Background: an optimization exercise with open tools, aiming at small area. Do not read the settings as production practice.
Function was checked by simulation only, so behaviour that the tests miss may differ from the original.
Power is estimated from default activity; no workload was simulated.

## flow/run.sh

```bash
#!/bin/bash
# synth_recipe.tcl (not shown) runs the flow's synth.tcl, then flattens the netlist and writes it again
# the make line also repeats each setting of config.mk as NAME=value (left out here)
make -C /OpenROAD-flow-scripts/flow DESIGN_CONFIG=/design/flow/config.mk WORK_HOME=/design/flow/orfs CLKGATE_MAP_FILE= SYNTH_SCRIPT=/design/flow/synth_recipe.tcl finish
```

## flow/config.mk

```make
export PLATFORM = sky130hd
export DESIGN_NAME = prog_memory_loader
export DESIGN_NICKNAME = prog_memory_loader
export VERILOG_FILES = /design/flow/design.v
export SDC_FILE = /design/flow/constraint.sdc
export NUM_CORES = 4
export LEC_CHECK = 0
export CAP_MARGIN = 20
export CORE_MARGIN = 2
export CORE_UTILIZATION = 50
export SLEW_MARGIN = 20
export SYNTH_MEMORY_MAX_BITS = 8192
```

## flow/constraint.sdc

```tcl
create_clock -name core_clock -period 7.0 [get_ports {clk}]
set_input_delay 1.4000 -clock core_clock [delete_from_list [all_inputs] [get_ports {clk}]]
set_output_delay 1.4000 -clock core_clock [all_outputs]
set_load 0.01 [all_outputs]
```

## flow/design.v

```verilog
module prog_memory_loader #(
    parameter int ADDR_W  = 8,
    parameter int INSTR_W = 17,
    parameter int DEPTH   = 256
) (
    input  logic               clk,
    input  logic               reset,
    input  logic               load_start,
    input  logic               load_valid,
    input  logic [INSTR_W-1:0] load_data,
    input  logic               load_end,
    output logic               load_ready,
    output logic [ADDR_W:0]    load_count,
    output logic               load_ovf,
    output logic               busy,
    input  logic               fetch_req,
    input  logic [ADDR_W-1:0]  fetch_addr,
    output logic [INSTR_W-1:0] fetch_data,
    output logic               fetch_valid
);
    localparam logic [1:0] S_IDLE = 2'd0;
    localparam logic [1:0] S_LOAD = 2'd1;
    localparam logic [1:0] S_RUN  = 2'd2;
    localparam logic [ADDR_W:0] DEPTH_C = (ADDR_W+1)'(DEPTH);
    localparam logic [ADDR_W:0] ONE_C   = (ADDR_W+1)'(1);
    logic [1:0]         state_q, state_d;
    logic [ADDR_W:0]    load_count_q, load_count_d;
    logic               load_ovf_q, load_ovf_d;
    logic               fetch_valid_q, fetch_valid_d;
    logic [INSTR_W-1:0] fetch_data_q, fetch_data_d;
    logic               mem_we;
    logic               full;
    logic [INSTR_W-1:0] mem [0:DEPTH-1];
    assign full       = (load_count_q >= DEPTH_C);
    assign load_ready = (state_q == S_LOAD) && !full;
    assign busy       = (state_q == S_LOAD);
    assign load_count = load_count_q;
    assign load_ovf   = load_ovf_q;
    assign fetch_data  = fetch_data_q;
    assign fetch_valid = fetch_valid_q;
    always_comb begin
        state_d      = state_q;
        load_count_d = load_count_q;
        load_ovf_d   = load_ovf_q;
        mem_we       = 1'b0;
        if (load_start) begin
            state_d      = S_LOAD;
            load_count_d = '0;
            load_ovf_d   = 1'b0;
        end else if (state_q == S_LOAD) begin
            if (load_valid) begin
                if (!full) begin
                    mem_we       = 1'b1;
                    load_count_d = load_count_q + ONE_C;
                end else begin
                    load_ovf_d = 1'b1;
                end
            end
            if (load_end) begin
                state_d = S_RUN;
            end
        end
    end
    always_comb begin
        fetch_valid_d = 1'b0;
        fetch_data_d  = fetch_data_q;
        if (fetch_req) begin
            if (state_q == S_RUN) begin
                fetch_valid_d = 1'b1;
                if ({1'b0, fetch_addr} < DEPTH_C) begin
                    fetch_data_d = mem[fetch_addr];
                end else begin
                    fetch_data_d = '0;
                end
            end else if (state_q == S_IDLE) begin
                fetch_valid_d = 1'b1;
                fetch_data_d  = '0;
            end
        end
    end
    always_ff @(posedge clk) begin
        if (!reset) begin
            state_q       <= S_IDLE;
            load_count_q  <= '0;
            load_ovf_q    <= 1'b0;
            fetch_valid_q <= 1'b0;
            fetch_data_q  <= '0;
        end else begin
            state_q       <= state_d;
            load_count_q  <= load_count_d;
            load_ovf_q    <= load_ovf_d;
            fetch_valid_q <= fetch_valid_d;
            fetch_data_q  <= fetch_data_d;
        end
    end
    always_ff @(posedge clk) begin
        if (reset && mem_we) begin
            mem[load_count_q[ADDR_W-1:0]] <= load_data;
        end
    end
endmodule
```

==> summary.txt <==
-- logic make-up (layout without fill, tap and decap cells) --
kind of cell               count (synthesis)  in the layout
DFF                                     4382           4382
muxes                                   1314           1314
AOI/OAI and AO/OA                        833            833
and+or+nand+nor                          779            779
buffers and inverters                    473           1307
xor gates and xnor gates                   6              6
adders and majority gates                  4              4
other                                      0             12
-- final timing paths --
kind | end | from | slack (ps)
max | fetch_data_q[15] | fetch_addr[3] | 2220
min | state_q[1] | state_q[0] | 510
max reg2reg | mem[143][9] | state_q[0] | 3020
min reg2reg | state_q[1] | state_q[0] | 510
-- power breakdown --
group | switching (mW) | internal (mW)
combinational | 1.83 | 0.826
sequential | 0.00543 | 28.8
clock | 9.96 | 13.1
total | 11.8 | 42.8
-- final cells by class --
type / count / area, um2 / share of cell area, %
antenna: 12 / 30.0 / 0.0158
clock buffer: 551 / 11500 / 6.05
clock inverter: 248 / 2470 / 1.30
inverter: 8 / 31.3 / 0.0164
multi-input combinational: 2936 / 35200 / 18.5
sequential: 4382 / 131000 / 68.9
tap: 4407 / 5510 / 2.89
timing repair buffer: 500 / 4560 / 2.39
-- metal layers --
metal  routed length (um)  vias up
met3                49600      880
met5                   60        -
met4                23300        8
met2               224000     5011
li1                     -    34000
met1               192000    46200
-- flip-flops by register name, summed over array words and instances (netlist names) --
signal / cells
state_q: 2
mem: 4352
fetch_data_q: 17
load_count_q: 9
load_ovf_q: 1
fetch_valid_q: 1
-- cell usage in the layout (no fill, tap or decap), types with 30 or more instances in the layout --
master	synthesis	final
nand2_1	169	168
mux4_2	899	899
o221ai_1	67	67
nor3_1	44	42
edfxtp_1	4352	4352
clkinv_2	0	81
nor2_1	335	109
nor2_2	0	155
a211oi_1	36	35
o22ai_1	154	154
dfxtp_1	30	30
a221oi_1	36	35
buf_4	72	388
clkinv_1	2	85
a22oi_1	194	194
buf_12	11	42
mux2i_1	406	406
a21oi_1	115	115
nand3_1	87	72
o21ai_0	39	39
nor2_4	0	71
clkbuf_1	156	101
bufinv_16	0	40
clkbuf_16	0	441
clkdlybuf4s50_1	0	35
a22o_1	43	43
-- worst max-delay path, cell delays in order --
cell and delay (ps):
buf_6 400, buf_4 510, nand2_1 380, nor2_1 710, buf_4 370, o221ai_1 160, a211oi_1 610, a211oi_1 250
nand3_1 420, o31ai_1 130
-- metrics by stage --
step	util [%]	cell area [um2]
CTS	56.7	190000
detailed placement	52.5	176000
global placement	52.4	176000
finish	56.8	191000
global route	56.8	191000
floorplan	-	168000
==> summary.txt <==
adder-cell share of the synthesized area: 0.0297%
Critical Path RT: 7780 ps
drt via density: 6.60
cell taking the most area after synthesis: edfxtp_1
largest family of logic cells by synthesized area: multiplexers
first-pass GRT wire length: 675000 um
Initial Util: 50.1%
TritonCTS clock tree: built
die area: 341000 um2
vias: 86100
fmax: 209 MHz
Post-synth EDFFs: 4352
Worst Setup Path Type: input port to flop
Setup WS pre-CTS: 1310 ps
share of post-route cells with drive strength above 1: 26.4%
FILL cells: 24700
Reg2Reg Depth: 6
die height: 584 um
grt ovf: 0
clock skew: 81.9 ps
Max Cap Viol: 0
crit path time final: 4780 ps
Hold Slack: 514 ps
Synth area leaders: edfxtp_1 78%, mux4_2 12%, mux2i_1 2.4%
Worst Hold Class: flop to flop
CTS sink cnt: 4382
HPWL Detailed: 303000 um
post-synthesis mux area share: 14.5%
Yosys top cell area share: 77.6%
met2 usage in global routing: 42.9%
cells after synthesis: 7791
crit start category: input port
Compound-Gate Fraction of Synth Area: 3.59%
I/O Buffers: 60
CP endpoint kind: flop
Inst Count DP: 12200
worst hold stages: 2
GR Util met1: 41.3%
Seq/Total Area, Yosys: 78.0%
run status: no timing/DRC/antenna violations
number of gates resized after cts: 0
Layout Nets: 8302
Finish-stage setup viols: 0
Antenna Violating Nets Remaining: 0
relative slew slack: 13.2%
Post-Synthesis Net Count: 7826
Hold Vio Cnt, Final: 0
largest net degree at the start of global routing: 161
final wirelength: 489000 um
Core Area: 336000 um2
Setup Buffers After CTS: 0
1st-pass router iterations: 8
register bit count reported by yosys: 4382
top-count cell post-synth: edfxtp_1
syn_area_per_cell: 21.6 um2
area delta synth->final: 13.2%
Setup TNS Final: 0 ps
YS warnings: 1
P per Cell Area: 286 nW/um2
DRC viols: 0
Finished Layout Cells: 13000
slew at the pin closest to its max-slew limit: 1290 ps
Setup WS post-layout: 2220 ps
CTS Buf Count: 439
data arrival time of the critical path: 5560 ps
row count: 213
Most Crowded Layer GR: met2
fin crit share: 68.3%
grt met3 use: 5.40%
post-synthesis cell area: 168000 um2
Crit Path Max Fanout: 49
RSZ-0062 raised after global routing: false
LEAKAGE: 59.5 nW
hold_buf cts: 0
CTS H-Tree Depth: 5
total power: 54.6 mW
worst-skew pair later-pin latency: 1000 ps
main flop type after synthesis: edfxtp_1
width of the die: 584 um
Synth async-reset ratio: 0%
Synth cell types: 79
GRT Overall Usage: 28.5%
Slew Limit Fails: 0
I/O Pins: 61
initial antenna violation count: 29
GPL Wtd Cong: 0.942
CTS clk-pin slew, worst paths: 60 ps
Clock Tree Buf Depth: 4
DRT iter0 DRCs: 13300
simple logic cell fraction of the synthesized area: 2.07%
clk root buf: clkbuf_16
vias in the first global route: 83400
mean routed wirelength per cell: 37.5 um
synthesized-area fraction occupied by xor and xnor cells: 0.0312%
Peak supply drop: 0.307 mV
list of most frequent post-synthesis cells: 4352 x edfxtp_1, 899 x mux4_2, 406 x mux2i_1, 335 x nor2_1, 194 x a22oi_1

## port drivers added, routing unchanged
Ports are ideal in the flow. The routed layout listed here was re-timed in OpenROAD.
Step 1, drivers: a clkbuf_16 drives clk and a buf_2 each remaining input, both assumed.
Step 2, shift: input delay + t, output delay - t, t = (earliest + latest rising clock arrival at the registers) / 2. This alone moves slack from input paths to output paths.
Three values: ideal, step 1, step 2; two values: the first two.
t, ns: 1.067
setup slack, ns: 2.221 / 2.286 / 1.218
hold slack, ns: 0.514 / 0.514 / 0.514
latest minus earliest clock arrival (ns): 0.086 / 0.087
After both steps this run still meets setup and hold. The setup slack of this run moves by +0.065 ns with the drivers and by -1.003 ns with both steps.
